Background: an optimization exercise with open tools, aiming at small area, a short achievable clock period and few clock cycles. Do not read the settings as production practice. The RTL was checked by simulation tests, not by an equivalence proof against the original design. Power and IR drop assume default switching activity.

## flow/design.v (module list and top-level ports; edited modules follow where they fit)
// module booth_enc: 53 lines
// module mac_cs: 605 lines
// module window_mac5_acc: 143 lines
module window_mac5_acc #(
  parameter int WORD_WIDTH = window_mac5_acc_pkg::DEF_WORD_WIDTH,
  parameter int FRAC_BITS  = window_mac5_acc_pkg::DEF_FRAC_BITS,
  parameter int CNT_WIDTH  = 8
) (
  input  logic                  clk,
  input  logic                  rst,
  input  logic                  w_load,
  input  logic [2:0]            w_idx,
  input  logic [WORD_WIDTH-1:0] w_data,
  input  logic                  start,
  input  logic [CNT_WIDTH-1:0]  acc_len,
  input  logic                  in_valid,
  input  logic [WORD_WIDTH-1:0] data_in_0,
  input  logic [WORD_WIDTH-1:0] data_in_1,
  input  logic [WORD_WIDTH-1:0] data_in_2,
  input  logic [WORD_WIDTH-1:0] data_in_3,
  input  logic [WORD_WIDTH-1:0] data_in_4,
  output logic                  busy,
  output logic                  out_valid,
  output logic [WORD_WIDTH-1:0] out_data
);
  // ...
==> flow/run.sh <==
#!/bin/bash
# synth_recipe.tcl (not shown) runs the flow's synth.tcl, then flattens the netlist and writes it again
# the make line also repeats each setting of config.mk as NAME=value (left out here)
make -C /OpenROAD-flow-scripts/flow DESIGN_CONFIG=/design/flow/config.mk WORK_HOME=/design/flow/orfs CLKGATE_MAP_FILE= SYNTH_SCRIPT=/design/flow/synth_recipe.tcl finish
==> flow/config.mk <==
export PLATFORM = sky130hd
export DESIGN_NAME = window_mac5_acc
export DESIGN_NICKNAME = window_mac5_acc
export VERILOG_FILES = /design/flow/design.v
export SDC_FILE = /design/flow/constraint.sdc
export NUM_CORES = 4
export LEC_CHECK = 0
export CAP_MARGIN = 20
export CORE_MARGIN = 2
export CORE_UTILIZATION = 40
export SETUP_SLACK_MARGIN = 4.0
export SLEW_MARGIN = 20
==> flow/constraint.sdc <==
create_clock -name core_clock -period 7.5 [get_ports {clk}]
set_input_delay 1.5000 -clock core_clock [delete_from_list [all_inputs] [get_ports {clk}]]
set_output_delay 1.5000 -clock core_clock [all_outputs]
set_load 0.01 [all_outputs]
==> results.sh, run 1 <==
export IMPL_outcome="complete, no violations"
export IMPL_tightest_slew_ns=0.9860
export IMPL_signal_buffers=219
export IMPL_synth_compound_area_share_pct=16.55
export IMPL_report_final_slew_viol_count=0
export IMPL_grt_busiest_layer="met2"
export IMPL_antenna_found_initial=0
export IMPL_ys_types=70
export IMPL_clockBufferDepth=3
export IMPL_wl_met2_um=35280
export IMPL_critPathLaunchType="register"
export IMPL_yosys_area_share_simple_pct=13.63
export IMPL_taps=855
export IMPL_r2r_cells=19
export IMPL_rows=93
export IMPL_powerClk_w=0.00227
export IMPL_crit_family="compound AO/OA/AOI/OAI gates"
export IMPL_synth_edf_count=80
export IMPL_swShare_pct=30.72
export IMPL_max_stage_delay_ns=0.40
export IMPL_top_register="x_sum"
export IMPL_r2r_end="x3r[18]$_SDFF_PP0_"
export IMPL_p_seq_share_pct=37.9
export IMPL_gp_congestion=0.8978
export IMPL_ys_warnings_count=1
export IMPL_timing_setup_tns_ns=0
export IMPL_multi_input_area_mm2=0.01674
export IMPL_hold_violations=0
export IMPL_seq_cell_count=378
Testbench counts, summed over its fixed seeds: cycles 16,757.
==> module booth_enc, before the edit <==
module booth_enc (
  input  logic [15:0] w,
  output logic [5:0] m1,
  output logic [5:0] m2,
  output logic [5:0] m3,
  output logic [5:0] m4,
  output logic [5:0] neg
);
  logic [18:0] we;
  assign we = {{2{w[15]}}, w, 1'b0};
  logic [2:0] y0;
  assign y0 = we[2:0] ^ {3{we[3]}};
  assign m1[0] = ~y0[2] & (y0[1] ^ y0[0]);
  assign m2[0] = (~y0[2] & y0[1] & y0[0]) | (y0[2] & ~y0[1] & ~y0[0]);
  assign m3[0] = y0[2] & (y0[1] ^ y0[0]);
  assign m4[0] = y0[2] & y0[1] & y0[0];
  assign neg[0] = we[3];
  logic [2:0] y1;
  assign y1 = we[5:3] ^ {3{we[6]}};
  assign m1[1] = ~y1[2] & (y1[1] ^ y1[0]);
  assign m2[1] = (~y1[2] & y1[1] & y1[0]) | (y1[2] & ~y1[1] & ~y1[0]);
  assign m3[1] = y1[2] & (y1[1] ^ y1[0]);
  assign m4[1] = y1[2] & y1[1] & y1[0];
  assign neg[1] = we[6];
  logic [2:0] y2;
  assign y2 = we[8:6] ^ {3{we[9]}};
  assign m1[2] = ~y2[2] & (y2[1] ^ y2[0]);
  assign m2[2] = (~y2[2] & y2[1] & y2[0]) | (y2[2] & ~y2[1] & ~y2[0]);
  assign m3[2] = y2[2] & (y2[1] ^ y2[0]);
  assign m4[2] = y2[2] & y2[1] & y2[0];
  assign neg[2] = we[9];
  logic [2:0] y3;
  assign y3 = we[11:9] ^ {3{we[12]}};
  assign m1[3] = ~y3[2] & (y3[1] ^ y3[0]);
  assign m2[3] = (~y3[2] & y3[1] & y3[0]) | (y3[2] & ~y3[1] & ~y3[0]);
  assign m3[3] = y3[2] & (y3[1] ^ y3[0]);
  assign m4[3] = y3[2] & y3[1] & y3[0];
  assign neg[3] = we[12];
  logic [2:0] y4;
  assign y4 = we[14:12] ^ {3{we[15]}};
  assign m1[4] = ~y4[2] & (y4[1] ^ y4[0]);
  assign m2[4] = (~y4[2] & y4[1] & y4[0]) | (y4[2] & ~y4[1] & ~y4[0]);
  assign m3[4] = y4[2] & (y4[1] ^ y4[0]);
  assign m4[4] = y4[2] & y4[1] & y4[0];
  assign neg[4] = we[15];
  logic [2:0] y5;
  assign y5 = we[17:15] ^ {3{we[18]}};
  assign m1[5] = ~y5[2] & (y5[1] ^ y5[0]);
  assign m2[5] = (~y5[2] & y5[1] & y5[0]) | (y5[2] & ~y5[1] & ~y5[0]);
  assign m3[5] = y5[2] & (y5[1] ^ y5[0]);
  assign m4[5] = y5[2] & y5[1] & y5[0];
  assign neg[5] = we[18];
endmodule
==> run 2, diff against run 1 <==
==> flow/design.v (replaced) <==
package window_mac5_acc_pkg;
  typedef enum logic [1:0] {IDLE, ACCUM, DRAIN, OUT} state_t;
  localparam int DEF_WORD_WIDTH = 16;
  localparam int DEF_FRAC_BITS = 8;
endpackage
module booth_enc (
  input  logic [15:0] w,
  output logic [7:0] one,
  output logic [7:0] two,
  output logic [7:0] neg
);
  assign one[0] = w[0] ^ 1'b0;
  assign two[0] = (w[1] & ~w[0] & ~1'b0) | (~w[1] & w[0] & 1'b0);
  assign neg[0] = w[1];
  assign one[1] = w[2] ^ w[1];
  assign two[1] = (w[3] & ~w[2] & ~w[1]) | (~w[3] & w[2] & w[1]);
  assign neg[1] = w[3];
  assign one[2] = w[4] ^ w[3];
  assign two[2] = (w[5] & ~w[4] & ~w[3]) | (~w[5] & w[4] & w[3]);
  assign neg[2] = w[5];
  assign one[3] = w[6] ^ w[5];
  assign two[3] = (w[7] & ~w[6] & ~w[5]) | (~w[7] & w[6] & w[5]);
  assign neg[3] = w[7];
  assign one[4] = w[8] ^ w[7];
  assign two[4] = (w[9] & ~w[8] & ~w[7]) | (~w[9] & w[8] & w[7]);
  assign neg[4] = w[9];
  assign one[5] = w[10] ^ w[9];
  assign two[5] = (w[11] & ~w[10] & ~w[9]) | (~w[11] & w[10] & w[9]);
  assign neg[5] = w[11];
  assign one[6] = w[12] ^ w[11];
  assign two[6] = (w[13] & ~w[12] & ~w[11]) | (~w[13] & w[12] & w[11]);
  assign neg[6] = w[13];
  assign one[7] = w[14] ^ w[13];
  assign two[7] = (w[15] & ~w[14] & ~w[13]) | (~w[15] & w[14] & w[13]);
  assign neg[7] = w[15];
endmodule
module pp_sum (
  input  logic [7:0] one,
  input  logic [7:0] two,
  input  logic [7:0] neg,
  input  logic [18:0] x,
  output logic [34:0] pa,
  output logic [34:0] pb,
  output logic [34:0] pc
);
  logic [20:0] xe;
  assign xe = {{2{x[18]}}, x};
  logic [19:0] pp0;
  assign pp0 = ({20{one[0]}} & xe[19:0] | {20{two[0]}} & {xe[18:0], 1'b0}) ^ {20{neg[0]}};
  logic [19:0] pp1;
  assign pp1 = ({20{one[1]}} & xe[19:0] | {20{two[1]}} & {xe[18:0], 1'b0}) ^ {20{neg[1]}};
  logic [19:0] pp2;
  assign pp2 = ({20{one[2]}} & xe[19:0] | {20{two[2]}} & {xe[18:0], 1'b0}) ^ {20{neg[2]}};
  logic [19:0] pp3;
  assign pp3 = ({20{one[3]}} & xe[19:0] | {20{two[3]}} & {xe[18:0], 1'b0}) ^ {20{neg[3]}};
  logic [19:0] pp4;
  assign pp4 = ({20{one[4]}} & xe[19:0] | {20{two[4]}} & {xe[18:0], 1'b0}) ^ {20{neg[4]}};
  logic [19:0] pp5;
  assign pp5 = ({20{one[5]}} & xe[19:0] | {20{two[5]}} & {xe[18:0], 1'b0}) ^ {20{neg[5]}};
  logic [19:0] pp6;
  assign pp6 = ({20{one[6]}} & xe[19:0] | {20{two[6]}} & {xe[18:0], 1'b0}) ^ {20{neg[6]}};
  logic [19:0] pp7;
  assign pp7 = ({20{one[7]}} & xe[19:0] | {20{two[7]}} & {xe[18:0], 1'b0}) ^ {20{neg[7]}};
  logic as1, ac1;
  assign as1 = neg[2] ^ pp0[4];
  assign ac1 = neg[2] & pp0[4];
  logic as2, ac2;
  assign as2 = pp0[5] ^ pp1[3];
  assign ac2 = pp0[5] & pp1[3];
  logic as3, ac3;
  assign as3 = neg[3] ^ pp0[6] ^ pp1[4];
  assign ac3 = (neg[3] & pp0[6]) | (neg[3] & pp1[4]) | (pp0[6] & pp1[4]);
  logic as4, ac4;
  assign as4 = pp2[2] ^ pp3[0];
  assign ac4 = pp2[2] & pp3[0];
  logic as5, ac5;
  assign as5 = pp0[7] ^ pp1[5] ^ pp2[3];
  assign ac5 = (pp0[7] & pp1[5]) | (pp0[7] & pp2[3]) | (pp1[5] & pp2[3]);
  logic as6, ac6;
  assign as6 = pp3[1] ^ ac4;
  assign ac6 = pp3[1] & ac4;
  logic as7, ac7;
  assign as7 = neg[4] ^ pp0[8] ^ pp1[6];
  assign ac7 = (neg[4] & pp0[8]) | (neg[4] & pp1[6]) | (pp0[8] & pp1[6]);
  logic as8, ac8;
  assign as8 = pp2[4] ^ pp3[2] ^ pp4[0];
  assign ac8 = (pp2[4] & pp3[2]) | (pp2[4] & pp4[0]) | (pp3[2] & pp4[0]);
  logic as9, ac9;
  assign as9 = ac5 ^ ac6;
  assign ac9 = ac5 & ac6;
  logic as10, ac10;
  assign as10 = pp0[9] ^ pp1[7] ^ pp2[5];
  assign ac10 = (pp0[9] & pp1[7]) | (pp0[9] & pp2[5]) | (pp1[7] & pp2[5]);
  logic as11, ac11;
  assign as11 = pp3[3] ^ pp4[1] ^ ac7;
  assign ac11 = (pp3[3] & pp4[1]) | (pp3[3] & ac7) | (pp4[1] & ac7);
  logic as12, ac12;
  assign as12 = ac8 ^ as10;
  assign ac12 = ac8 & as10;
  logic as13, ac13;
  assign as13 = neg[5] ^ pp0[10] ^ pp1[8];
  assign ac13 = (neg[5] & pp0[10]) | (neg[5] & pp1[8]) | (pp0[10] & pp1[8]);
  logic as14, ac14;
  assign as14 = pp2[6] ^ pp3[4] ^ pp4[2];
  assign ac14 = (pp2[6] & pp3[4]) | (pp2[6] & pp4[2]) | (pp3[4] & pp4[2]);
  logic as15, ac15;
  assign as15 = pp5[0] ^ ac10 ^ as13;
  assign ac15 = (pp5[0] & ac10) | (pp5[0] & as13) | (ac10 & as13);
  logic as16, ac16;
  assign as16 = as14 ^ ac12;
  assign ac16 = as14 & ac12;
  logic as17, ac17;
  assign as17 = pp0[11] ^ pp1[9] ^ pp2[7];
  assign ac17 = (pp0[11] & pp1[9]) | (pp0[11] & pp2[7]) | (pp1[9] & pp2[7]);
  logic as18, ac18;
  assign as18 = pp3[5] ^ pp4[3] ^ pp5[1];
  assign ac18 = (pp3[5] & pp4[3]) | (pp3[5] & pp5[1]) | (pp4[3] & pp5[1]);
  logic as19, ac19;
  assign as19 = ac13 ^ ac14 ^ as17;
  assign ac19 = (ac13 & ac14) | (ac13 & as17) | (ac14 & as17);
  logic as20, ac20;
  assign as20 = as18 ^ ac15;
  assign ac20 = as18 & ac15;
  logic as21, ac21;
  assign as21 = neg[6] ^ pp0[12] ^ pp1[10];
  assign ac21 = (neg[6] & pp0[12]) | (neg[6] & pp1[10]) | (pp0[12] & pp1[10]);
  logic as22, ac22;
  assign as22 = pp2[8] ^ pp3[6] ^ pp4[4];
  assign ac22 = (pp2[8] & pp3[6]) | (pp2[8] & pp4[4]) | (pp3[6] & pp4[4]);
  logic as23, ac23;
  assign as23 = pp5[2] ^ pp6[0] ^ ac17;
  assign ac23 = (pp5[2] & pp6[0]) | (pp5[2] & ac17) | (pp6[0] & ac17);
  logic as24, ac24;
  assign as24 = ac18 ^ as21 ^ as22;
  assign ac24 = (ac18 & as21) | (ac18 & as22) | (as21 & as22);
  logic as25, ac25;
  assign as25 = ac19 ^ as23;
  assign ac25 = ac19 & as23;
  logic as26, ac26;
  assign as26 = pp0[13] ^ pp1[11] ^ pp2[9];
  assign ac26 = (pp0[13] & pp1[11]) | (pp0[13] & pp2[9]) | (pp1[11] & pp2[9]);
  logic as27, ac27;
  assign as27 = pp3[7] ^ pp4[5] ^ pp5[3];
  assign ac27 = (pp3[7] & pp4[5]) | (pp3[7] & pp5[3]) | (pp4[5] & pp5[3]);
  logic as28, ac28;
  assign as28 = pp6[1] ^ ac21 ^ ac22;
  assign ac28 = (pp6[1] & ac21) | (pp6[1] & ac22) | (ac21 & ac22);
  logic as29, ac29;
  assign as29 = as26 ^ as27 ^ ac23;
  assign ac29 = (as26 & as27) | (as26 & ac23) | (as27 & ac23);
  logic as30, ac30;
  assign as30 = ac24 ^ as28;
  assign ac30 = ac24 & as28;
  logic as31, ac31;
  assign as31 = neg[7] ^ pp0[14] ^ pp1[12];
  assign ac31 = (neg[7] & pp0[14]) | (neg[7] & pp1[12]) | (pp0[14] & pp1[12]);
  logic as32, ac32;
  assign as32 = pp2[10] ^ pp3[8] ^ pp4[6];
  assign ac32 = (pp2[10] & pp3[8]) | (pp2[10] & pp4[6]) | (pp3[8] & pp4[6]);
  logic as33, ac33;
  assign as33 = pp5[4] ^ pp6[2] ^ pp7[0];
  assign ac33 = (pp5[4] & pp6[2]) | (pp5[4] & pp7[0]) | (pp6[2] & pp7[0]);
  logic as34, ac34;
  assign as34 = ac26 ^ ac27 ^ as31;
  assign ac34 = (ac26 & ac27) | (ac26 & as31) | (ac27 & as31);
  logic as35, ac35;
  assign as35 = as32 ^ as33 ^ ac28;
  assign ac35 = (as32 & as33) | (as32 & ac28) | (as33 & ac28);
  logic as36, ac36;
  assign as36 = as34 ^ ac30;
  assign ac36 = as34 & ac30;
  logic as37, ac37;
  assign as37 = pp0[15] ^ pp1[13] ^ pp2[11];
  assign ac37 = (pp0[15] & pp1[13]) | (pp0[15] & pp2[11]) | (pp1[13] & pp2[11]);
  logic as38, ac38;
  assign as38 = pp3[9] ^ pp4[7] ^ pp5[5];
  assign ac38 = (pp3[9] & pp4[7]) | (pp3[9] & pp5[5]) | (pp4[7] & pp5[5]);
  logic as39, ac39;
  assign as39 = pp6[3] ^ pp7[1] ^ ac31;
  assign ac39 = (pp6[3] & pp7[1]) | (pp6[3] & ac31) | (pp7[1] & ac31);
  logic as40, ac40;
  assign as40 = ac32 ^ ac33 ^ as37;
  assign ac40 = (ac32 & ac33) | (ac32 & as37) | (ac33 & as37);
  logic as41, ac41;
  assign as41 = as38 ^ ac34 ^ as39;
  assign ac41 = (as38 & ac34) | (as38 & as39) | (ac34 & as39);
  logic as42, ac42;
  assign as42 = as40 ^ ac35;
  assign ac42 = as40 & ac35;
  logic as43, ac43;
  assign as43 = pp0[16] ^ pp1[14] ^ pp2[12];
  assign ac43 = (pp0[16] & pp1[14]) | (pp0[16] & pp2[12]) | (pp1[14] & pp2[12]);
  logic as44, ac44;
  assign as44 = pp3[10] ^ pp4[8] ^ pp5[6];
  assign ac44 = (pp3[10] & pp4[8]) | (pp3[10] & pp5[6]) | (pp4[8] & pp5[6]);
  logic as45, ac45;
  assign as45 = pp6[4] ^ pp7[2] ^ ac37;
  assign ac45 = (pp6[4] & pp7[2]) | (pp6[4] & ac37) | (pp7[2] & ac37);
  logic as46, ac46;
  assign as46 = ac38 ^ as43 ^ as44;
  assign ac46 = (ac38 & as43) | (ac38 & as44) | (as43 & as44);
  logic as47, ac47;
  assign as47 = ac39 ^ ac40 ^ as45;
  assign ac47 = (ac39 & ac40) | (ac39 & as45) | (ac40 & as45);
  logic as48, ac48;
  assign as48 = as46 ^ ac41;
  assign ac48 = as46 & ac41;
  logic as49, ac49;
  assign as49 = pp0[17] ^ pp1[15] ^ pp2[13];
  assign ac49 = (pp0[17] & pp1[15]) | (pp0[17] & pp2[13]) | (pp1[15] & pp2[13]);
  logic as50, ac50;
  assign as50 = pp3[11] ^ pp4[9] ^ pp5[7];
  assign ac50 = (pp3[11] & pp4[9]) | (pp3[11] & pp5[7]) | (pp4[9] & pp5[7]);
  logic as51, ac51;
  assign as51 = pp6[5] ^ pp7[3] ^ ac43;
  assign ac51 = (pp6[5] & pp7[3]) | (pp6[5] & ac43) | (pp7[3] & ac43);
  logic as52, ac52;
  assign as52 = ac44 ^ as49 ^ as50;
  assign ac52 = (ac44 & as49) | (ac44 & as50) | (as49 & as50);
  logic as53, ac53;
  assign as53 = ac45 ^ ac46 ^ as51;
  assign ac53 = (ac45 & ac46) | (ac45 & as51) | (ac46 & as51);
  logic as54, ac54;
  assign as54 = as52 ^ ac47;
  assign ac54 = as52 & ac47;
  logic as55, ac55;
  assign as55 = pp0[18] ^ pp1[16] ^ pp2[14];
  assign ac55 = (pp0[18] & pp1[16]) | (pp0[18] & pp2[14]) | (pp1[16] & pp2[14]);
  logic as56, ac56;
  assign as56 = pp3[12] ^ pp4[10] ^ pp5[8];
  assign ac56 = (pp3[12] & pp4[10]) | (pp3[12] & pp5[8]) | (pp4[10] & pp5[8]);
  logic as57, ac57;
  assign as57 = pp6[6] ^ pp7[4] ^ ac49;
  assign ac57 = (pp6[6] & pp7[4]) | (pp6[6] & ac49) | (pp7[4] & ac49);
  logic as58, ac58;
  assign as58 = ac50 ^ as55 ^ as56;
  assign ac58 = (ac50 & as55) | (ac50 & as56) | (as55 & as56);
  logic as59, ac59;
  assign as59 = ac51 ^ ac52 ^ as57;
  assign ac59 = (ac51 & ac52) | (ac51 & as57) | (ac52 & as57);
  logic as60, ac60;
  assign as60 = as58 ^ ac53;
  assign ac60 = as58 & ac53;
  logic as61, ac61;
  assign as61 = ~pp0[19] ^ pp1[17] ^ pp2[15];
  assign ac61 = (~pp0[19] & pp1[17]) | (~pp0[19] & pp2[15]) | (pp1[17] & pp2[15]);
  logic as62, ac62;
  assign as62 = pp3[13] ^ pp4[11] ^ pp5[9];
  assign ac62 = (pp3[13] & pp4[11]) | (pp3[13] & pp5[9]) | (pp4[11] & pp5[9]);
  logic as63, ac63;
  assign as63 = pp6[7] ^ pp7[5] ^ ac55;
  assign ac63 = (pp6[7] & pp7[5]) | (pp6[7] & ac55) | (pp7[5] & ac55);
  logic as64, ac64;
  assign as64 = ac56 ^ as61 ^ as62;
  assign ac64 = (ac56 & as61) | (ac56 & as62) | (as61 & as62);
  logic as65, ac65;
  assign as65 = ac57 ^ ac58 ^ as63;
  assign ac65 = (ac57 & ac58) | (ac57 & as63) | (ac58 & as63);
  logic as66, ac66;
  assign as66 = as64 ^ ac59;
  assign ac66 = as64 & ac59;
  logic as67, ac67;
  assign as67 = pp1[18] ^ pp2[16] ^ pp3[14];
  assign ac67 = (pp1[18] & pp2[16]) | (pp1[18] & pp3[14]) | (pp2[16] & pp3[14]);
  logic as68, ac68;
  assign as68 = pp4[12] ^ pp5[10] ^ pp6[8];
  assign ac68 = (pp4[12] & pp5[10]) | (pp4[12] & pp6[8]) | (pp5[10] & pp6[8]);
  logic as69, ac69;
  assign as69 = pp7[6] ^ ac61 ^ ac62;
  assign ac69 = (pp7[6] & ac61) | (pp7[6] & ac62) | (ac61 & ac62);
  logic as70, ac70;
  assign as70 = as67 ^ as68 ^ ac63;
  assign ac70 = (as67 & as68) | (as67 & ac63) | (as68 & ac63);
  logic as71, ac71;
  assign as71 = ac64 ^ as69 ^ as70;
  assign ac71 = (ac64 & as69) | (ac64 & as70) | (as69 & as70);
  logic as72, ac72;
  assign as72 = ~pp1[19] ^ pp2[17] ^ pp3[15];
  assign ac72 = (~pp1[19] & pp2[17]) | (~pp1[19] & pp3[15]) | (pp2[17] & pp3[15]);
  logic as73, ac73;
  assign as73 = pp4[13] ^ pp5[11] ^ pp6[9];
  assign ac73 = (pp4[13] & pp5[11]) | (pp4[13] & pp6[9]) | (pp5[11] & pp6[9]);
  logic as74, ac74;
  assign as74 = pp7[7] ^ ac67 ^ ac68;
  assign ac74 = (pp7[7] & ac67) | (pp7[7] & ac68) | (ac67 & ac68);
  logic as75, ac75;
  assign as75 = as72 ^ as73 ^ ac69;
  assign ac75 = (as72 & as73) | (as72 & ac69) | (as73 & ac69);
  logic as76, ac76;
  assign as76 = as74 ^ ac70;
  assign ac76 = as74 & ac70;
  logic as77, ac77;
  assign as77 = pp2[18] ^ pp3[16] ^ pp4[14];
  assign ac77 = (pp2[18] & pp3[16]) | (pp2[18] & pp4[14]) | (pp3[16] & pp4[14]);
  logic as78, ac78;
  assign as78 = pp5[12] ^ pp6[10] ^ pp7[8];
  assign ac78 = (pp5[12] & pp6[10]) | (pp5[12] & pp7[8]) | (pp6[10] & pp7[8]);
  logic as79, ac79;
  assign as79 = ac72 ^ ac73 ^ as77;
  assign ac79 = (ac72 & ac73) | (ac72 & as77) | (ac73 & as77);
  logic as80, ac80;
  assign as80 = as78 ^ ac74 ^ as79;
  assign ac80 = (as78 & ac74) | (as78 & as79) | (ac74 & as79);
  logic as81, ac81;
  assign as81 = ~pp2[19] ^ pp3[17] ^ pp4[15];
  assign ac81 = (~pp2[19] & pp3[17]) | (~pp2[19] & pp4[15]) | (pp3[17] & pp4[15]);
  logic as82, ac82;
  assign as82 = pp5[13] ^ pp6[11] ^ pp7[9];
  assign ac82 = (pp5[13] & pp6[11]) | (pp5[13] & pp7[9]) | (pp6[11] & pp7[9]);
  logic as83, ac83;
  assign as83 = ac77 ^ ac78 ^ as81;
  assign ac83 = (ac77 & ac78) | (ac77 & as81) | (ac78 & as81);
  logic as84, ac84;
  assign as84 = as82 ^ ac79;
  assign ac84 = as82 & ac79;
  logic as85, ac85;
  assign as85 = pp3[18] ^ pp4[16] ^ pp5[14];
  assign ac85 = (pp3[18] & pp4[16]) | (pp3[18] & pp5[14]) | (pp4[16] & pp5[14]);
  logic as86, ac86;
  assign as86 = pp6[12] ^ pp7[10] ^ ac81;
  assign ac86 = (pp6[12] & pp7[10]) | (pp6[12] & ac81) | (pp7[10] & ac81);
  logic as87, ac87;
  assign as87 = ac82 ^ as85 ^ ac83;
  assign ac87 = (ac82 & as85) | (ac82 & ac83) | (as85 & ac83);
  logic as88, ac88;
  assign as88 = ~pp3[19] ^ pp4[17] ^ pp5[15];
  assign ac88 = (~pp3[19] & pp4[17]) | (~pp3[19] & pp5[15]) | (pp4[17] & pp5[15]);
  logic as89, ac89;
  assign as89 = pp6[13] ^ pp7[11] ^ ac85;
  assign ac89 = (pp6[13] & pp7[11]) | (pp6[13] & ac85) | (pp7[11] & ac85);
  logic as90, ac90;
  assign as90 = as88 ^ ac86;
  assign ac90 = as88 & ac86;
  logic as91, ac91;
  assign as91 = pp4[18] ^ pp5[16] ^ pp6[14];
  assign ac91 = (pp4[18] & pp5[16]) | (pp4[18] & pp6[14]) | (pp5[16] & pp6[14]);
  logic as92, ac92;
  assign as92 = pp7[12] ^ ac88 ^ as91;
  assign ac92 = (pp7[12] & ac88) | (pp7[12] & as91) | (ac88 & as91);
  logic as93, ac93;
  assign as93 = ~pp4[19] ^ pp5[17] ^ pp6[15];
  assign ac93 = (~pp4[19] & pp5[17]) | (~pp4[19] & pp6[15]) | (pp5[17] & pp6[15]);
  logic as94, ac94;
  assign as94 = pp7[13] ^ ac91;
  assign ac94 = pp7[13] & ac91;
  logic as95, ac95;
  assign as95 = pp5[18] ^ pp6[16] ^ pp7[14];
  assign ac95 = (pp5[18] & pp6[16]) | (pp5[18] & pp7[14]) | (pp6[16] & pp7[14]);
  logic as96, ac96;
  assign as96 = ~pp5[19] ^ pp6[17];
  assign ac96 = ~pp5[19] & pp6[17];
  assign pa[0] = neg[0];
  assign pb[0] = pp0[0];
  assign pc[0] = 1'b0;
  assign pa[1] = pp0[1];
  assign pb[1] = 1'b0;
  assign pc[1] = 1'b0;
  assign pa[2] = neg[1];
  assign pb[2] = pp0[2];
  assign pc[2] = pp1[0];
  assign pa[3] = pp0[3];
  assign pb[3] = pp1[1];
  assign pc[3] = 1'b0;
  assign pa[4] = pp1[2];
  assign pb[4] = pp2[0];
  assign pc[4] = as1;
  assign pa[5] = pp2[1];
  assign pb[5] = ac1;
  assign pc[5] = as2;
  assign pa[6] = ac2;
  assign pb[6] = as4;
  assign pc[6] = as3;
  assign pa[7] = ac3;
  assign pb[7] = as5;
  assign pc[7] = as6;
  assign pa[8] = as7;
  assign pb[8] = as8;
  assign pc[8] = as9;
  assign pa[9] = ac9;
  assign pb[9] = as12;
  assign pc[9] = as11;
  assign pa[10] = ac11;
  assign pb[10] = as15;
  assign pc[10] = as16;
  assign pa[11] = ac16;
  assign pb[11] = as19;
  assign pc[11] = as20;
  assign pa[12] = as24;
  assign pb[12] = ac20;
  assign pc[12] = as25;
  assign pa[13] = ac25;
  assign pb[13] = as30;
  assign pc[13] = as29;
  assign pa[14] = ac29;
  assign pb[14] = as35;
  assign pc[14] = as36;
  assign pa[15] = ac36;
  assign pb[15] = as41;
  assign pc[15] = as42;
  assign pa[16] = as47;
  assign pb[16] = ac42;
  assign pc[16] = as48;
  assign pa[17] = as53;
  assign pb[17] = ac48;
  assign pc[17] = as54;
  assign pa[18] = as59;
  assign pb[18] = ac54;
  assign pc[18] = as60;
  assign pa[19] = as65;
  assign pb[19] = ac60;
  assign pc[19] = as66;
  assign pa[20] = ac65;
  assign pb[20] = ac66;
  assign pc[20] = as71;
  assign pa[21] = as75;
  assign pb[21] = as76;
  assign pc[21] = ac71;
  assign pa[22] = ac75;
  assign pb[22] = as80;
  assign pc[22] = ac76;
  assign pa[23] = as83;
  assign pb[23] = as84;
  assign pc[23] = ac80;
  assign pa[24] = as86;
  assign pb[24] = ac84;
  assign pc[24] = as87;
  assign pa[25] = as89;
  assign pb[25] = as90;
  assign pc[25] = ac87;
  assign pa[26] = ac89;
  assign pb[26] = as92;
  assign pc[26] = ac90;
  assign pa[27] = as93;
  assign pb[27] = as94;
  assign pc[27] = ac92;
  assign pa[28] = ac93;
  assign pb[28] = as95;
  assign pc[28] = ac94;
  assign pa[29] = pp7[15];
  assign pb[29] = as96;
  assign pc[29] = ac95;
  assign pa[30] = pp6[18];
  assign pb[30] = pp7[16];
  assign pc[30] = ac96;
  assign pa[31] = ~pp6[19];
  assign pb[31] = pp7[17];
  assign pc[31] = 1'b0;
  assign pa[32] = pp7[18];
  assign pb[32] = 1'b0;
  assign pc[32] = 1'b0;
  assign pa[33] = ~pp7[19];
  assign pb[33] = 1'b0;
  assign pc[33] = 1'b0;
  assign pa[34] = 1'b0;
  assign pb[34] = 1'b0;
  assign pc[34] = 1'b0;
endmodule
module acc_add (
  input  logic [41:0] ss,
  input  logic [41:0] sc,
  input  logic [34:0] pa,
  input  logic [34:0] pb,
  input  logic [34:0] pc,
  output logic [41:0] ns,
  output logic [41:0] nc
);
  logic bs1, bc1;
  assign bs1 = ss[0] ^ sc[0] ^ pa[0];
  assign bc1 = (ss[0] & sc[0]) | (ss[0] & pa[0]) | (sc[0] & pa[0]);
  logic bs2, bc2;
  assign bs2 = pb[0] ^ pc[0];
  assign bc2 = pb[0] & pc[0];
  logic bs3, bc3;
  assign bs3 = ss[1] ^ sc[1] ^ pa[1];
  assign bc3 = (ss[1] & sc[1]) | (ss[1] & pa[1]) | (sc[1] & pa[1]);
  logic bs4, bc4;
  assign bs4 = pb[1] ^ pc[1] ^ bc2;
  assign bc4 = (pb[1] & pc[1]) | (pb[1] & bc2) | (pc[1] & bc2);
  logic bs5, bc5;
  assign bs5 = bc1 ^ bs3;
  assign bc5 = bc1 & bs3;
  logic bs6, bc6;
  assign bs6 = ss[2] ^ sc[2] ^ pa[2];
  assign bc6 = (ss[2] & sc[2]) | (ss[2] & pa[2]) | (sc[2] & pa[2]);
  logic bs7, bc7;
  assign bs7 = pb[2] ^ pc[2] ^ bc3;
  assign bc7 = (pb[2] & pc[2]) | (pb[2] & bc3) | (pc[2] & bc3);
  logic bs8, bc8;
  assign bs8 = bs6 ^ bc4 ^ bc5;
  assign bc8 = (bs6 & bc4) | (bs6 & bc5) | (bc4 & bc5);
  logic bs9, bc9;
  assign bs9 = ss[3] ^ sc[3] ^ pa[3];
  assign bc9 = (ss[3] & sc[3]) | (ss[3] & pa[3]) | (sc[3] & pa[3]);
  logic bs10, bc10;
  assign bs10 = pb[3] ^ pc[3] ^ bc6;
  assign bc10 = (pb[3] & pc[3]) | (pb[3] & bc6) | (pc[3] & bc6);
  logic bs11, bc11;
  assign bs11 = bs9 ^ bc7 ^ bs10;
  assign bc11 = (bs9 & bc7) | (bs9 & bs10) | (bc7 & bs10);
  logic bs12, bc12;
  assign bs12 = ss[4] ^ sc[4] ^ pa[4];
  assign bc12 = (ss[4] & sc[4]) | (ss[4] & pa[4]) | (sc[4] & pa[4]);
  logic bs13, bc13;
  assign bs13 = pb[4] ^ pc[4] ^ bc9;
  assign bc13 = (pb[4] & pc[4]) | (pb[4] & bc9) | (pc[4] & bc9);
  logic bs14, bc14;
  assign bs14 = bs12 ^ bc10 ^ bs13;
  assign bc14 = (bs12 & bc10) | (bs12 & bs13) | (bc10 & bs13);
  logic bs15, bc15;
  assign bs15 = ss[5] ^ sc[5] ^ pa[5];
  assign bc15 = (ss[5] & sc[5]) | (ss[5] & pa[5]) | (sc[5] & pa[5]);
  logic bs16, bc16;
  assign bs16 = pb[5] ^ pc[5] ^ bc12;
  assign bc16 = (pb[5] & pc[5]) | (pb[5] & bc12) | (pc[5] & bc12);
  logic bs17, bc17;
  assign bs17 = bs15 ^ bc13 ^ bs16;
  assign bc17 = (bs15 & bc13) | (bs15 & bs16) | (bc13 & bs16);
  logic bs18, bc18;
  assign bs18 = ss[6] ^ sc[6] ^ pa[6];
  assign bc18 = (ss[6] & sc[6]) | (ss[6] & pa[6]) | (sc[6] & pa[6]);
  logic bs19, bc19;
  assign bs19 = pb[6] ^ pc[6] ^ bc15;
  assign bc19 = (pb[6] & pc[6]) | (pb[6] & bc15) | (pc[6] & bc15);
  logic bs20, bc20;
  assign bs20 = bs18 ^ bc16 ^ bs19;
  assign bc20 = (bs18 & bc16) | (bs18 & bs19) | (bc16 & bs19);
  logic bs21, bc21;
  assign bs21 = ss[7] ^ sc[7] ^ pa[7];
  assign bc21 = (ss[7] & sc[7]) | (ss[7] & pa[7]) | (sc[7] & pa[7]);
  logic bs22, bc22;
  assign bs22 = pb[7] ^ pc[7] ^ bc18;
  assign bc22 = (pb[7] & pc[7]) | (pb[7] & bc18) | (pc[7] & bc18);
  logic bs23, bc23;
  assign bs23 = bs21 ^ bc19 ^ bs22;
  assign bc23 = (bs21 & bc19) | (bs21 & bs22) | (bc19 & bs22);
  logic bs24, bc24;
  assign bs24 = ss[8] ^ sc[8] ^ pa[8];
  assign bc24 = (ss[8] & sc[8]) | (ss[8] & pa[8]) | (sc[8] & pa[8]);
  logic bs25, bc25;
  assign bs25 = pb[8] ^ pc[8] ^ bc21;
  assign bc25 = (pb[8] & pc[8]) | (pb[8] & bc21) | (pc[8] & bc21);
  logic bs26, bc26;
  assign bs26 = bs24 ^ bc22 ^ bs25;
  assign bc26 = (bs24 & bc22) | (bs24 & bs25) | (bc22 & bs25);
  logic bs27, bc27;
  assign bs27 = ss[9] ^ sc[9] ^ pa[9];
  assign bc27 = (ss[9] & sc[9]) | (ss[9] & pa[9]) | (sc[9] & pa[9]);
  logic bs28, bc28;
  assign bs28 = pb[9] ^ pc[9] ^ bc24;
  assign bc28 = (pb[9] & pc[9]) | (pb[9] & bc24) | (pc[9] & bc24);
  logic bs29, bc29;
  assign bs29 = bs27 ^ bc25 ^ bs28;
  assign bc29 = (bs27 & bc25) | (bs27 & bs28) | (bc25 & bs28);
  logic bs30, bc30;
  assign bs30 = ss[10] ^ sc[10] ^ pa[10];
  assign bc30 = (ss[10] & sc[10]) | (ss[10] & pa[10]) | (sc[10] & pa[10]);
  logic bs31, bc31;
  assign bs31 = pb[10] ^ pc[10] ^ bc27;
  assign bc31 = (pb[10] & pc[10]) | (pb[10] & bc27) | (pc[10] & bc27);
  logic bs32, bc32;
  assign bs32 = bs30 ^ bc28 ^ bs31;
  assign bc32 = (bs30 & bc28) | (bs30 & bs31) | (bc28 & bs31);
  logic bs33, bc33;
  assign bs33 = ss[11] ^ sc[11] ^ pa[11];
  assign bc33 = (ss[11] & sc[11]) | (ss[11] & pa[11]) | (sc[11] & pa[11]);
  logic bs34, bc34;
  assign bs34 = pb[11] ^ pc[11] ^ bc30;
  assign bc34 = (pb[11] & pc[11]) | (pb[11] & bc30) | (pc[11] & bc30);
  logic bs35, bc35;
  assign bs35 = bs33 ^ bc31 ^ bs34;
  assign bc35 = (bs33 & bc31) | (bs33 & bs34) | (bc31 & bs34);
  logic bs36, bc36;
  assign bs36 = ss[12] ^ sc[12] ^ pa[12];
  assign bc36 = (ss[12] & sc[12]) | (ss[12] & pa[12]) | (sc[12] & pa[12]);
  logic bs37, bc37;
  assign bs37 = pb[12] ^ pc[12] ^ bc33;
  assign bc37 = (pb[12] & pc[12]) | (pb[12] & bc33) | (pc[12] & bc33);
  logic bs38, bc38;
  assign bs38 = bs36 ^ bc34 ^ bs37;
  assign bc38 = (bs36 & bc34) | (bs36 & bs37) | (bc34 & bs37);
  logic bs39, bc39;
  assign bs39 = ss[13] ^ sc[13] ^ pa[13];
  assign bc39 = (ss[13] & sc[13]) | (ss[13] & pa[13]) | (sc[13] & pa[13]);
  logic bs40, bc40;
  assign bs40 = pb[13] ^ pc[13] ^ bc36;
  assign bc40 = (pb[13] & pc[13]) | (pb[13] & bc36) | (pc[13] & bc36);
  logic bs41, bc41;
  assign bs41 = bs39 ^ bc37 ^ bs40;
  assign bc41 = (bs39 & bc37) | (bs39 & bs40) | (bc37 & bs40);
  logic bs42, bc42;
  assign bs42 = ss[14] ^ sc[14] ^ pa[14];
  assign bc42 = (ss[14] & sc[14]) | (ss[14] & pa[14]) | (sc[14] & pa[14]);
  logic bs43, bc43;
  assign bs43 = pb[14] ^ pc[14] ^ bc39;
  assign bc43 = (pb[14] & pc[14]) | (pb[14] & bc39) | (pc[14] & bc39);
  logic bs44, bc44;
  assign bs44 = bs42 ^ bc40 ^ bs43;
  assign bc44 = (bs42 & bc40) | (bs42 & bs43) | (bc40 & bs43);
  logic bs45, bc45;
  assign bs45 = ss[15] ^ sc[15] ^ pa[15];
  assign bc45 = (ss[15] & sc[15]) | (ss[15] & pa[15]) | (sc[15] & pa[15]);
  logic bs46, bc46;
  assign bs46 = pb[15] ^ pc[15] ^ bc42;
  assign bc46 = (pb[15] & pc[15]) | (pb[15] & bc42) | (pc[15] & bc42);
  logic bs47, bc47;
  assign bs47 = bs45 ^ bc43 ^ bs46;
  assign bc47 = (bs45 & bc43) | (bs45 & bs46) | (bc43 & bs46);
  logic bs48, bc48;
  assign bs48 = ss[16] ^ sc[16] ^ pa[16];
  assign bc48 = (ss[16] & sc[16]) | (ss[16] & pa[16]) | (sc[16] & pa[16]);
  logic bs49, bc49;
  assign bs49 = pb[16] ^ pc[16] ^ bc45;
  assign bc49 = (pb[16] & pc[16]) | (pb[16] & bc45) | (pc[16] & bc45);
  logic bs50, bc50;
  assign bs50 = bs48 ^ bc46 ^ bs49;
  assign bc50 = (bs48 & bc46) | (bs48 & bs49) | (bc46 & bs49);
  logic bs51, bc51;
  assign bs51 = ss[17] ^ sc[17] ^ pa[17];
  assign bc51 = (ss[17] & sc[17]) | (ss[17] & pa[17]) | (sc[17] & pa[17]);
  logic bs52, bc52;
  assign bs52 = pb[17] ^ pc[17] ^ bc48;
  assign bc52 = (pb[17] & pc[17]) | (pb[17] & bc48) | (pc[17] & bc48);
  logic bs53, bc53;
  assign bs53 = bs51 ^ bc49 ^ bs52;
  assign bc53 = (bs51 & bc49) | (bs51 & bs52) | (bc49 & bs52);
  logic bs54, bc54;
  assign bs54 = ss[18] ^ sc[18] ^ pa[18];
  assign bc54 = (ss[18] & sc[18]) | (ss[18] & pa[18]) | (sc[18] & pa[18]);
  logic bs55, bc55;
  assign bs55 = pb[18] ^ pc[18] ^ bc51;
  assign bc55 = (pb[18] & pc[18]) | (pb[18] & bc51) | (pc[18] & bc51);
  logic bs56, bc56;
  assign bs56 = bs54 ^ bc52 ^ bs55;
  assign bc56 = (bs54 & bc52) | (bs54 & bs55) | (bc52 & bs55);
  logic bs57, bc57;
  assign bs57 = 1'b1 ^ ss[19] ^ sc[19];
  assign bc57 = (1'b1 & ss[19]) | (1'b1 & sc[19]) | (ss[19] & sc[19]);
  logic bs58, bc58;
  assign bs58 = pa[19] ^ pb[19] ^ pc[19];
  assign bc58 = (pa[19] & pb[19]) | (pa[19] & pc[19]) | (pb[19] & pc[19]);
  logic bs59, bc59;
  assign bs59 = bc54 ^ bs57 ^ bs58;
  assign bc59 = (bc54 & bs57) | (bc54 & bs58) | (bs57 & bs58);
  logic bs60, bc60;
  assign bs60 = bc55 ^ bs59;
  assign bc60 = bc55 & bs59;
  logic bs61, bc61;
  assign bs61 = 1'b1 ^ ss[20] ^ sc[20];
  assign bc61 = (1'b1 & ss[20]) | (1'b1 & sc[20]) | (ss[20] & sc[20]);
  logic bs62, bc62;
  assign bs62 = pa[20] ^ pb[20] ^ pc[20];
  assign bc62 = (pa[20] & pb[20]) | (pa[20] & pc[20]) | (pb[20] & pc[20]);
  logic bs63, bc63;
  assign bs63 = bc57 ^ bc58 ^ bs61;
  assign bc63 = (bc57 & bc58) | (bc57 & bs61) | (bc58 & bs61);
  logic bs64, bc64;
  assign bs64 = bs62 ^ bc59 ^ bs63;
  assign bc64 = (bs62 & bc59) | (bs62 & bs63) | (bc59 & bs63);
  logic bs65, bc65;
  assign bs65 = ss[21] ^ sc[21] ^ pa[21];
  assign bc65 = (ss[21] & sc[21]) | (ss[21] & pa[21]) | (sc[21] & pa[21]);
  logic bs66, bc66;
  assign bs66 = pb[21] ^ pc[21] ^ bc61;
  assign bc66 = (pb[21] & pc[21]) | (pb[21] & bc61) | (pc[21] & bc61);
  logic bs67, bc67;
  assign bs67 = bc62 ^ bs65 ^ bc63;
  assign bc67 = (bc62 & bs65) | (bc62 & bc63) | (bs65 & bc63);
  logic bs68, bc68;
  assign bs68 = bs66 ^ bc64;
  assign bc68 = bs66 & bc64;
  logic bs69, bc69;
  assign bs69 = 1'b1 ^ ss[22] ^ sc[22];
  assign bc69 = (1'b1 & ss[22]) | (1'b1 & sc[22]) | (ss[22] & sc[22]);
  logic bs70, bc70;
  assign bs70 = pa[22] ^ pb[22] ^ pc[22];
  assign bc70 = (pa[22] & pb[22]) | (pa[22] & pc[22]) | (pb[22] & pc[22]);
  logic bs71, bc71;
  assign bs71 = bc65 ^ bs69 ^ bs70;
  assign bc71 = (bc65 & bs69) | (bc65 & bs70) | (bs69 & bs70);
  logic bs72, bc72;
  assign bs72 = bc66 ^ bs71 ^ bc67;
  assign bc72 = (bc66 & bs71) | (bc66 & bc67) | (bs71 & bc67);
  logic bs73, bc73;
  assign bs73 = ss[23] ^ sc[23] ^ pa[23];
  assign bc73 = (ss[23] & sc[23]) | (ss[23] & pa[23]) | (sc[23] & pa[23]);
  logic bs74, bc74;
  assign bs74 = pb[23] ^ pc[23] ^ bc69;
  assign bc74 = (pb[23] & pc[23]) | (pb[23] & bc69) | (pc[23] & bc69);
  logic bs75, bc75;
  assign bs75 = bc70 ^ bs73 ^ bc71;
  assign bc75 = (bc70 & bs73) | (bc70 & bc71) | (bs73 & bc71);
  logic bs76, bc76;
  assign bs76 = bs74 ^ bs75;
  assign bc76 = bs74 & bs75;
  logic bs77, bc77;
  assign bs77 = 1'b1 ^ ss[24] ^ sc[24];
  assign bc77 = (1'b1 & ss[24]) | (1'b1 & sc[24]) | (ss[24] & sc[24]);
  logic bs78, bc78;
  assign bs78 = pa[24] ^ pb[24] ^ pc[24];
  assign bc78 = (pa[24] & pb[24]) | (pa[24] & pc[24]) | (pb[24] & pc[24]);
  logic bs79, bc79;
  assign bs79 = bc73 ^ bs77 ^ bs78;
  assign bc79 = (bc73 & bs77) | (bc73 & bs78) | (bs77 & bs78);
  logic bs80, bc80;
  assign bs80 = bc74 ^ bs79 ^ bc75;
  assign bc80 = (bc74 & bs79) | (bc74 & bc75) | (bs79 & bc75);
  logic bs81, bc81;
  assign bs81 = ss[25] ^ sc[25] ^ pa[25];
  assign bc81 = (ss[25] & sc[25]) | (ss[25] & pa[25]) | (sc[25] & pa[25]);
  logic bs82, bc82;
  assign bs82 = pb[25] ^ pc[25] ^ bc77;
  assign bc82 = (pb[25] & pc[25]) | (pb[25] & bc77) | (pc[25] & bc77);
  logic bs83, bc83;
  assign bs83 = bc78 ^ bs81 ^ bc79;
  assign bc83 = (bc78 & bs81) | (bc78 & bc79) | (bs81 & bc79);
  logic bs84, bc84;
  assign bs84 = bs82 ^ bs83;
  assign bc84 = bs82 & bs83;
  logic bs85, bc85;
  assign bs85 = 1'b1 ^ ss[26] ^ sc[26];
  assign bc85 = (1'b1 & ss[26]) | (1'b1 & sc[26]) | (ss[26] & sc[26]);
  logic bs86, bc86;
  assign bs86 = pa[26] ^ pb[26] ^ pc[26];
  assign bc86 = (pa[26] & pb[26]) | (pa[26] & pc[26]) | (pb[26] & pc[26]);
  logic bs87, bc87;
  assign bs87 = bc81 ^ bs85 ^ bs86;
  assign bc87 = (bc81 & bs85) | (bc81 & bs86) | (bs85 & bs86);
  logic bs88, bc88;
  assign bs88 = bc82 ^ bs87 ^ bc83;
  assign bc88 = (bc82 & bs87) | (bc82 & bc83) | (bs87 & bc83);
  logic bs89, bc89;
  assign bs89 = ss[27] ^ sc[27] ^ pa[27];
  assign bc89 = (ss[27] & sc[27]) | (ss[27] & pa[27]) | (sc[27] & pa[27]);
  logic bs90, bc90;
  assign bs90 = pb[27] ^ pc[27] ^ bc85;
  assign bc90 = (pb[27] & pc[27]) | (pb[27] & bc85) | (pc[27] & bc85);
  logic bs91, bc91;
  assign bs91 = bc86 ^ bs89 ^ bc87;
  assign bc91 = (bc86 & bs89) | (bc86 & bc87) | (bs89 & bc87);
  logic bs92, bc92;
  assign bs92 = bs90 ^ bs91;
  assign bc92 = bs90 & bs91;
  logic bs93, bc93;
  assign bs93 = 1'b1 ^ ss[28] ^ sc[28];
  assign bc93 = (1'b1 & ss[28]) | (1'b1 & sc[28]) | (ss[28] & sc[28]);
  logic bs94, bc94;
  assign bs94 = pa[28] ^ pb[28] ^ pc[28];
  assign bc94 = (pa[28] & pb[28]) | (pa[28] & pc[28]) | (pb[28] & pc[28]);
  logic bs95, bc95;
  assign bs95 = bc89 ^ bs93 ^ bs94;
  assign bc95 = (bc89 & bs93) | (bc89 & bs94) | (bs93 & bs94);
  logic bs96, bc96;
  assign bs96 = bc90 ^ bs95 ^ bc91;
  assign bc96 = (bc90 & bs95) | (bc90 & bc91) | (bs95 & bc91);
  logic bs97, bc97;
  assign bs97 = ss[29] ^ sc[29] ^ pa[29];
  assign bc97 = (ss[29] & sc[29]) | (ss[29] & pa[29]) | (sc[29] & pa[29]);
  logic bs98, bc98;
  assign bs98 = pb[29] ^ pc[29] ^ bc93;
  assign bc98 = (pb[29] & pc[29]) | (pb[29] & bc93) | (pc[29] & bc93);
  logic bs99, bc99;
  assign bs99 = bc94 ^ bs97 ^ bc95;
  assign bc99 = (bc94 & bs97) | (bc94 & bc95) | (bs97 & bc95);
  logic bs100, bc100;
  assign bs100 = bs98 ^ bs99;
  assign bc100 = bs98 & bs99;
  logic bs101, bc101;
  assign bs101 = 1'b1 ^ ss[30] ^ sc[30];
  assign bc101 = (1'b1 & ss[30]) | (1'b1 & sc[30]) | (ss[30] & sc[30]);
  logic bs102, bc102;
  assign bs102 = pa[30] ^ pb[30] ^ pc[30];
  assign bc102 = (pa[30] & pb[30]) | (pa[30] & pc[30]) | (pb[30] & pc[30]);
  logic bs103, bc103;
  assign bs103 = bc97 ^ bs101 ^ bs102;
  assign bc103 = (bc97 & bs101) | (bc97 & bs102) | (bs101 & bs102);
  logic bs104, bc104;
  assign bs104 = bc98 ^ bs103 ^ bc99;
  assign bc104 = (bc98 & bs103) | (bc98 & bc99) | (bs103 & bc99);
  logic bs105, bc105;
  assign bs105 = ss[31] ^ sc[31] ^ pa[31];
  assign bc105 = (ss[31] & sc[31]) | (ss[31] & pa[31]) | (sc[31] & pa[31]);
  logic bs106, bc106;
  assign bs106 = pb[31] ^ pc[31] ^ bc101;
  assign bc106 = (pb[31] & pc[31]) | (pb[31] & bc101) | (pc[31] & bc101);
  logic bs107, bc107;
  assign bs107 = bc102 ^ bs105 ^ bc103;
  assign bc107 = (bc102 & bs105) | (bc102 & bc103) | (bs105 & bc103);
  logic bs108, bc108;
  assign bs108 = bs106 ^ bs107;
  assign bc108 = bs106 & bs107;
  logic bs109, bc109;
  assign bs109 = 1'b1 ^ ss[32] ^ sc[32];
  assign bc109 = (1'b1 & ss[32]) | (1'b1 & sc[32]) | (ss[32] & sc[32]);
  logic bs110, bc110;
  assign bs110 = pa[32] ^ pb[32] ^ pc[32];
  assign bc110 = (pa[32] & pb[32]) | (pa[32] & pc[32]) | (pb[32] & pc[32]);
  logic bs111, bc111;
  assign bs111 = bc105 ^ bs109 ^ bs110;
  assign bc111 = (bc105 & bs109) | (bc105 & bs110) | (bs109 & bs110);
  logic bs112, bc112;
  assign bs112 = bc106 ^ bs111 ^ bc107;
  assign bc112 = (bc106 & bs111) | (bc106 & bc107) | (bs111 & bc107);
  logic bs113, bc113;
  assign bs113 = ss[33] ^ sc[33] ^ pa[33];
  assign bc113 = (ss[33] & sc[33]) | (ss[33] & pa[33]) | (sc[33] & pa[33]);
  logic bs114, bc114;
  assign bs114 = pb[33] ^ pc[33] ^ bc109;
  assign bc114 = (pb[33] & pc[33]) | (pb[33] & bc109) | (pc[33] & bc109);
  logic bs115, bc115;
  assign bs115 = bc110 ^ bs113 ^ bc111;
  assign bc115 = (bc110 & bs113) | (bc110 & bc111) | (bs113 & bc111);
  logic bs116, bc116;
  assign bs116 = bs114 ^ bs115;
  assign bc116 = bs114 & bs115;
  logic bs117, bc117;
  assign bs117 = 1'b1 ^ ss[34] ^ sc[34];
  assign bc117 = (1'b1 & ss[34]) | (1'b1 & sc[34]) | (ss[34] & sc[34]);
  logic bs118, bc118;
  assign bs118 = pa[34] ^ pb[34] ^ pc[34];
  assign bc118 = (pa[34] & pb[34]) | (pa[34] & pc[34]) | (pb[34] & pc[34]);
  logic bs119, bc119;
  assign bs119 = bc113 ^ bs117 ^ bs118;
  assign bc119 = (bc113 & bs117) | (bc113 & bs118) | (bs117 & bs118);
  logic bs120, bc120;
  assign bs120 = bc114 ^ bs119 ^ bc115;
  assign bc120 = (bc114 & bs119) | (bc114 & bc115) | (bs119 & bc115);
  logic bs121, bc121;
  assign bs121 = 1'b1 ^ ss[35] ^ sc[35];
  assign bc121 = (1'b1 & ss[35]) | (1'b1 & sc[35]) | (ss[35] & sc[35]);
  logic bs122, bc122;
  assign bs122 = bc117 ^ bc118 ^ bs121;
  assign bc122 = (bc117 & bc118) | (bc117 & bs121) | (bc118 & bs121);
  logic bs123, bc123;
  assign bs123 = bc119 ^ bs122;
  assign bc123 = bc119 & bs122;
  logic bs124, bc124;
  assign bs124 = 1'b1 ^ ss[36] ^ sc[36];
  assign bc124 = (1'b1 & ss[36]) | (1'b1 & sc[36]) | (ss[36] & sc[36]);
  logic bs125, bc125;
  assign bs125 = bc121 ^ bs124 ^ bc122;
  assign bc125 = (bc121 & bs124) | (bc121 & bc122) | (bs124 & bc122);
  logic bs126, bc126;
  assign bs126 = 1'b1 ^ ss[37] ^ sc[37];
  assign bc126 = (1'b1 & ss[37]) | (1'b1 & sc[37]) | (ss[37] & sc[37]);
  logic bs127, bc127;
  assign bs127 = bc124 ^ bs126;
  assign bc127 = bc124 & bs126;
  logic bs128, bc128;
  assign bs128 = 1'b1 ^ ss[38] ^ sc[38];
  assign bc128 = (1'b1 & ss[38]) | (1'b1 & sc[38]) | (ss[38] & sc[38]);
  logic bs129, bc129;
  assign bs129 = bc126 ^ bs128;
  assign bc129 = bc126 & bs128;
  logic bs130, bc130;
  assign bs130 = 1'b1 ^ ss[39] ^ sc[39];
  assign bc130 = (1'b1 & ss[39]) | (1'b1 & sc[39]) | (ss[39] & sc[39]);
  logic bs131, bc131;
  assign bs131 = bc128 ^ bs130;
  assign bc131 = bc128 & bs130;
  logic bs132, bc132;
  assign bs132 = 1'b1 ^ ss[40] ^ sc[40];
  assign bc132 = (1'b1 & ss[40]) | (1'b1 & sc[40]) | (ss[40] & sc[40]);
  logic bs133, bc133;
  assign bs133 = bc130 ^ bs132;
  assign bc133 = bc130 & bs132;
  logic bs134, bc134;
  assign bs134 = 1'b1 ^ ss[41] ^ sc[41];
  assign bc134 = (1'b1 & ss[41]) | (1'b1 & sc[41]) | (ss[41] & sc[41]);
  logic bs135, bc135;
  assign bs135 = bc132 ^ bs134;
  assign bc135 = bc132 & bs134;
  assign ns[0] = bs2;
  assign nc[0] = bs1;
  assign ns[1] = bs4;
  assign nc[1] = bs5;
  assign ns[2] = bs7;
  assign nc[2] = bs8;
  assign ns[3] = bc8;
  assign nc[3] = bs11;
  assign ns[4] = bc11;
  assign nc[4] = bs14;
  assign ns[5] = bc14;
  assign nc[5] = bs17;
  assign ns[6] = bc17;
  assign nc[6] = bs20;
  assign ns[7] = bc20;
  assign nc[7] = bs23;
  assign ns[8] = bc23;
  assign nc[8] = bs26;
  assign ns[9] = bc26;
  assign nc[9] = bs29;
  assign ns[10] = bc29;
  assign nc[10] = bs32;
  assign ns[11] = bc32;
  assign nc[11] = bs35;
  assign ns[12] = bc35;
  assign nc[12] = bs38;
  assign ns[13] = bc38;
  assign nc[13] = bs41;
  assign ns[14] = bc41;
  assign nc[14] = bs44;
  assign ns[15] = bc44;
  assign nc[15] = bs47;
  assign ns[16] = bc47;
  assign nc[16] = bs50;
  assign ns[17] = bc50;
  assign nc[17] = bs53;
  assign ns[18] = bc53;
  assign nc[18] = bs56;
  assign ns[19] = bs60;
  assign nc[19] = bc56;
  assign ns[20] = bc60;
  assign nc[20] = bs64;
  assign ns[21] = bs67;
  assign nc[21] = bs68;
  assign ns[22] = bc68;
  assign nc[22] = bs72;
  assign ns[23] = bs76;
  assign nc[23] = bc72;
  assign ns[24] = bc76;
  assign nc[24] = bs80;
  assign ns[25] = bs84;
  assign nc[25] = bc80;
  assign ns[26] = bc84;
  assign nc[26] = bs88;
  assign ns[27] = bs92;
  assign nc[27] = bc88;
  assign ns[28] = bc92;
  assign nc[28] = bs96;
  assign ns[29] = bs100;
  assign nc[29] = bc96;
  assign ns[30] = bc100;
  assign nc[30] = bs104;
  assign ns[31] = bs108;
  assign nc[31] = bc104;
  assign ns[32] = bc108;
  assign nc[32] = bs112;
  assign ns[33] = bs116;
  assign nc[33] = bc112;
  assign ns[34] = bc116;
  assign nc[34] = bs120;
  assign ns[35] = bs123;
  assign nc[35] = bc120;
  assign ns[36] = bc123;
  assign nc[36] = bs125;
  assign ns[37] = bs127;
  assign nc[37] = bc125;
  assign ns[38] = bc127;
  assign nc[38] = bs129;
  assign ns[39] = bc129;
  assign nc[39] = bs131;
  assign ns[40] = bc131;
  assign nc[40] = bs133;
  assign ns[41] = bc133;
  assign nc[41] = bs135;
endmodule
import window_mac5_acc_pkg::*;
module window_mac5_acc #(
  parameter int WORD_WIDTH = window_mac5_acc_pkg::DEF_WORD_WIDTH,
  parameter int FRAC_BITS  = window_mac5_acc_pkg::DEF_FRAC_BITS,
  parameter int CNT_WIDTH  = 8
) (
  input  logic                  clk,
  input  logic                  rst,
  input  logic                  w_load,
  input  logic [2:0]            w_idx,
  input  logic [WORD_WIDTH-1:0] w_data,
  input  logic                  start,
  input  logic [CNT_WIDTH-1:0]  acc_len,
  input  logic                  in_valid,
  input  logic [WORD_WIDTH-1:0] data_in_0,
  input  logic [WORD_WIDTH-1:0] data_in_1,
  input  logic [WORD_WIDTH-1:0] data_in_2,
  input  logic [WORD_WIDTH-1:0] data_in_3,
  input  logic [WORD_WIDTH-1:0] data_in_4,
  output logic                  busy,
  output logic                  out_valid,
  output logic [WORD_WIDTH-1:0] out_data
);
  localparam int XW = WORD_WIDTH + 3;             
  localparam int SW = 2 * WORD_WIDTH + CNT_WIDTH + 2;   
  localparam int PW = 35;                         
  localparam int L1 = 7;                          
  localparam int L2 = 13;
  localparam logic [CNT_WIDTH-1:0] DONE_CNT = CNT_WIDTH'(-8);
  logic [4:0][WORD_WIDTH-1:0] weight;
  logic [4:0][WORD_WIDTH-1:0] window;
  logic [4:0][XW-1:0] x_sum, x_keep, x_add, x_nxt;
  logic [4:0] x_c1, x_c2, c1_nxt, c2_nxt;
  logic [4:0] ring;
  logic [4:0] w_set;       
  logic [XW-1:0] xr, x_sel, x_pick;
  logic c1_sel, c2_sel;
  logic [WORD_WIDTH-1:0] w_sel;
  logic [WORD_WIDTH/2-1:0] one, two, neg, one_r, two_r, neg_r;
  logic [PW-1:0] pa, pb, pc, pa_r, pb_r, pc_r;
  logic [SW-1:0] acc_s, acc_c, nxt_s, nxt_c, total;
  logic [CNT_WIDTH-1:0] cnt;
  logic accum;
  logic idle, busy_nx;
  logic [4:0] ring_nx, keep;
  logic go, accept, last, fire;
  logic [SW-FRAC_BITS-1:0] rounded;
  logic [WORD_WIDTH-1:0] result, low_r;
  logic in_range, in_range_r, sign_r;
  assign window = {data_in_4, data_in_3, data_in_2, data_in_1, data_in_0};
  assign go = idle && start && acc_len != '0;
  assign accept = accum && in_valid;
  assign last = accept && cnt == CNT_WIDTH'(1);
  assign fire = !idle && !accum && cnt == DONE_CNT;
  assign busy_nx = idle ? go : !fire;
  assign ring_nx = {ring[3:0], ring[4]};
  for (genvar i = 0; i < 5; i++) begin : g_tap
    assign x_keep[i] = keep[i] ? x_sum[i] : XW'(0);
    assign x_add[i] = accept ? XW'($signed(window[i])) : XW'(0);
    assign {c1_nxt[i], x_nxt[i][L1-1:0]} = (L1+1)'(x_keep[i][L1-1:0]) + (L1+1)'(x_add[i][L1-1:0]);
    assign {c2_nxt[i], x_nxt[i][L2-1:L1]} = (L2-L1+1)'(x_keep[i][L2-1:L1])
                                          + (L2-L1+1)'(x_add[i][L2-1:L1]) + (L2-L1+1)'(keep[i] && x_c1[i]);
    assign x_nxt[i][XW-1:L2] = x_keep[i][XW-1:L2] + x_add[i][XW-1:L2] + (XW-L2)'(keep[i] && x_c2[i]);
  end
  always_comb begin
    x_sel = '0;
    c1_sel = 1'b0;
    c2_sel = 1'b0;
    w_sel = '0;
    for (int i = 0; i < 5; i++) begin
      x_sel = x_sel | ({XW{ring[i]}} & x_sum[i]);
      c1_sel = c1_sel | (ring[i] & x_c1[i]);
      c2_sel = c2_sel | (ring[i] & x_c2[i]);
      w_sel = w_sel | ({WORD_WIDTH{ring[i] && w_set[i]}} & weight[i]);
    end
  end
  assign x_pick = {x_sel[XW-1:L1] + (XW-L1)'({c2_sel, {(L2-L1-1){1'b0}}, c1_sel}), x_sel[L1-1:0]};
  booth_enc u_enc (
    .w(w_sel),
    .one(one),
    .two(two),
    .neg(neg)
  );
  pp_sum u_pp (
    .one(one_r),
    .two(two_r),
    .neg(neg_r),
    .x(xr),
    .pa(pa),
    .pb(pb),
    .pc(pc)
  );
  acc_add u_acc (
    .ss(acc_s),
    .sc(acc_c),
    .pa(pa_r),
    .pb(pb_r),
    .pc(pc_r),
    .ns(nxt_s),
    .nc(nxt_c)
  );
  assign total = acc_s + acc_c;
  assign rounded = total[SW-1:FRAC_BITS];
  assign in_range = &rounded[SW-FRAC_BITS-1:WORD_WIDTH-1] || ~|rounded[SW-FRAC_BITS-1:WORD_WIDTH-1];
  assign result = in_range_r ? low_r : {sign_r, {(WORD_WIDTH-1){~sign_r}}};
  always_ff @(posedge clk) begin
    x_sum <= x_nxt;
    x_c1 <= c1_nxt;
    x_c2 <= c2_nxt;
    xr <= (idle || rst) ? '0 : x_pick;
    one_r <= one;
    two_r <= two;
    neg_r <= neg;
    pa_r <= pa;
    pb_r <= pb;
    pc_r <= pc;
    low_r <= rounded[WORD_WIDTH-1:0];
    in_range_r <= in_range;
    sign_r <= rounded[SW-FRAC_BITS-1];
    for (int i = 0; i < 5; i++)
      if (idle && w_load && w_idx == 3'(i)) weight[i] <= w_data;
    acc_s <= idle ? SW'(1 << (FRAC_BITS - 1)) : nxt_s;
    acc_c <= idle ? '0 : nxt_c;
    keep <= (busy_nx && !rst) ? ~ring_nx : '0;
    cnt <= idle ? acc_len : cnt - CNT_WIDTH'(!accum || in_valid);
    if (rst) begin
      ring <= 5'b00001;
      busy <= 1'b0;
      idle <= 1'b1;
      accum <= 1'b0;
      out_valid <= 1'b0;
      out_data <= '0;
      w_set <= '0;
    end else begin
      ring <= ring_nx;
      busy <= busy_nx;
      idle <= !busy_nx;
      accum <= accum ? !last : go;
      out_valid <= fire;
      if (fire) out_data <= result;
      for (int i = 0; i < 5; i++)
        if (idle && w_load && w_idx == 3'(i)) w_set[i] <= 1'b1;
    end
  end
endmodule
==> flow/config.mk (replaced) <==
export PLATFORM = sky130hd
export DESIGN_NAME = window_mac5_acc
export DESIGN_NICKNAME = window_mac5_acc
export VERILOG_FILES = /design/flow/design.v
export SDC_FILE = /design/flow/constraint.sdc
export NUM_CORES = 4
export LEC_CHECK = 0
export CAP_MARGIN = 20
export CORE_MARGIN = 2
export CORE_UTILIZATION = 40
export SETUP_SLACK_MARGIN = 4.2
export SLEW_MARGIN = 20
==> run 2 against run 1 <==
  * Synthesized cell count grew 2.6%
  * Cell area grew 2.7%
  * Clock skew grew 0.0054 ns
  * Register-to-register slack gained 0.48 ns
  * Clock power grew 6%
  * Fmax grew 14%
  * Non-clock buffer count shrank 44
  * Sequential cell count grew 87
  * Final cell count grew 2.0%
  * Total power grew 10%
  * Critical endpoint is now in_range_r$_DFF_P_
  * Largest cell class unchanged
  * Highest routed layer unchanged
==> results.sh, run 2 <==
export IMPL_outcome="complete, no violations"
export IMPL_die_x_um=266.3
export IMPL_synth_area_top_cells="dfxtp_1, fa_1, edfxtp_1"
export IMPL_crit_fanout=7
export IMPL_drc=0
export IMPL_yosysTopAreaCellShare_pct=28.00
export IMPL_synth_compound_area_share_pct=13.54
export IMPL_antenna_found_initial=0
export IMPL_setup_viol=0
export IMPL_syn_inst=2785
export IMPL_ys_top_cells_by_count="dfxtp_1, inv_1, fa_1"
export IMPL_min_path_type="reg2reg"
export IMPL_synth_edf_count=80
export IMPL_arrival_ns=3.95
export IMPL_top_register="x_sum"
export IMPL_place_area_mm2=0.02951
export IMPL_finalWorstSetupSlack_ns=4.091
export IMPL_ys_types=66
export IMPL_timing_setup_tns_ns=0
export IMPL_yosys_area_share_simple_pct=11.24
export IMPL_clockBufferDepth=3
export IMPL_synthXorXnorAreaFrac_pct=8.878
export IMPL_critPathLaunchType="register"
export IMPL_ant_nets=0
export IMPL_areaGrowthSynthToFinish_pct=15.16
export IMPL_cts_htree_levels=2
export IMPL_r2r_cells=10
export IMPL_postCtsHoldBufs=0
export IMPL_start_util_pct=40.27
export IMPL_post_route_min_period_ns=3.409
export IMPL_synth_top_family_by_area="adder cells"
export IMPL_synth_area_mm2=0.02753
export IMPL_cts_sinks=465
export IMPL_antenna_cells=0
export IMPL_final_cells=3768
export IMPL_fin_area_mm2=0.03170
export IMPL_gp_congestion=0.8604
export IMPL_hold_violations=0
export IMPL_num_nets_final=3333
export IMPL_report_final_slew_viol_count=0
export IMPL_portBuffers=129
export IMPL_tightest_slew_ns=1.059
export IMPL_ys_warnings_count=1
export IMPL_synth_area_mux_share_pct=0.1818
export IMPL_coreArea_mm2=0.06835
export IMPL_rows=96
export IMPL_async_flop_share_pct=0
export IMPL_synthAdderAreaFrac_pct=22.21
export IMPL_wl_per_cell_um=18.17
run 2: cell families after synthesis:
group | after synthesis
AOI/OAI and AO/OA | 539
xor gates and xnor gates | 279
adders and majority gates | 374
buffers and inverters | 529
DFF | 465
muxes | 5
and+or+nand+nor | 594
run 2: layout make-up:
class,count,area (um2)
inverters,364,1366
clock inverters,17,183.9
repair buffers,175,1665
fillers,6364,36650
well taps,882,1104
flip-flops and latches,465,10130
multi-input cells,1791,15850
clock buffers,74,1403
run 2: worst paths after layout:
kind	start	to	slack, ns
max	acc_c[14]$_SDFF_PP0_	in_range_r$_DFF_P_	4.09
min	nxt_s[0]$_DFF_P_	acc_s[0]$_SDFF_PP0_	0.45
max reg2reg	acc_c[14]$_SDFF_PP0_	in_range_r$_DFF_P_	4.09
min reg2reg	nxt_s[0]$_DFF_P_	acc_s[0]$_SDFF_PP0_	0.45
run 2: layer usage:
layer	GRT usage (%)	routed length, um
met1	25.48	30360
met2	33.59	32900
met3	2.819	3656
met4	5.876	1568
met5	0	0
run 2: worst max-delay path: stages, from the launching register on:
cell and delay [ns]:
dfxtp_1 0.32, ha_2 0.40, nand4_1 0.23, or4_4 0.61, o211ai_1 0.24, a21oi_1 0.15
xnor2_1 0.27, nand4_1 0.15, or4_4 0.52, a2111oi_4 0.33, a21o_1 0.15
run 2: stage by stage:
step                power, W  utilization, %  hold WS (ns)
global route        0.007137           46.38        0.4565
floorplan           0.003843               -        0.3475
global placement    0.004228           43.17        0.4367
detailed placement  0.004282           43.17        0.4358
finish              0.006728           46.38        0.4467
CTS                 0.006794           46.20        0.4508
run 2: where the power goes:
group	total, W	switching, W	leakage, nW	internal (W)
Sequential	0.00287	0.000157	3.86	0.00272
Combinational	0.00146	0.000801	9.19	0.000655
Clock	0.00240	0.00100	0.778	0.00140
Total	0.00673	0.00196	13.8	0.00477
run 2: timing repair:
action,CTS,global route
gates cloned,0,1
pin swaps,19,7
setup buffers,25,3
endpoints found under the setup margin,81,15
gates resized for setup,67,23
Testbench counts of run 2, summed over its fixed seeds: cycles 17,525.

## port drivers added, routing unchanged
The results above use ideal ports. As a check the final layouts listed here were re-extracted and re-timed, cells and wires unchanged. Step 1 assumes that a clkbuf_16 drives the clock port and a buf_2 every other input. Step 2 also shifts input and output timing later by t, the mid clock arrival at the registers, as if the neighbouring blocks saw the same clock. a / b / c = no drivers / after step 1 / after step 2; a / b = the first two.
| run | t, ns | setup slack, ns |
|---|---|---|
| run 1 | 0.647 | 3.609 / 3.609 / 3.609 |
| run 2 | 0.650 | 4.091 / 4.091 / 3.750 |
After both steps setup and hold are still met in every run listed.
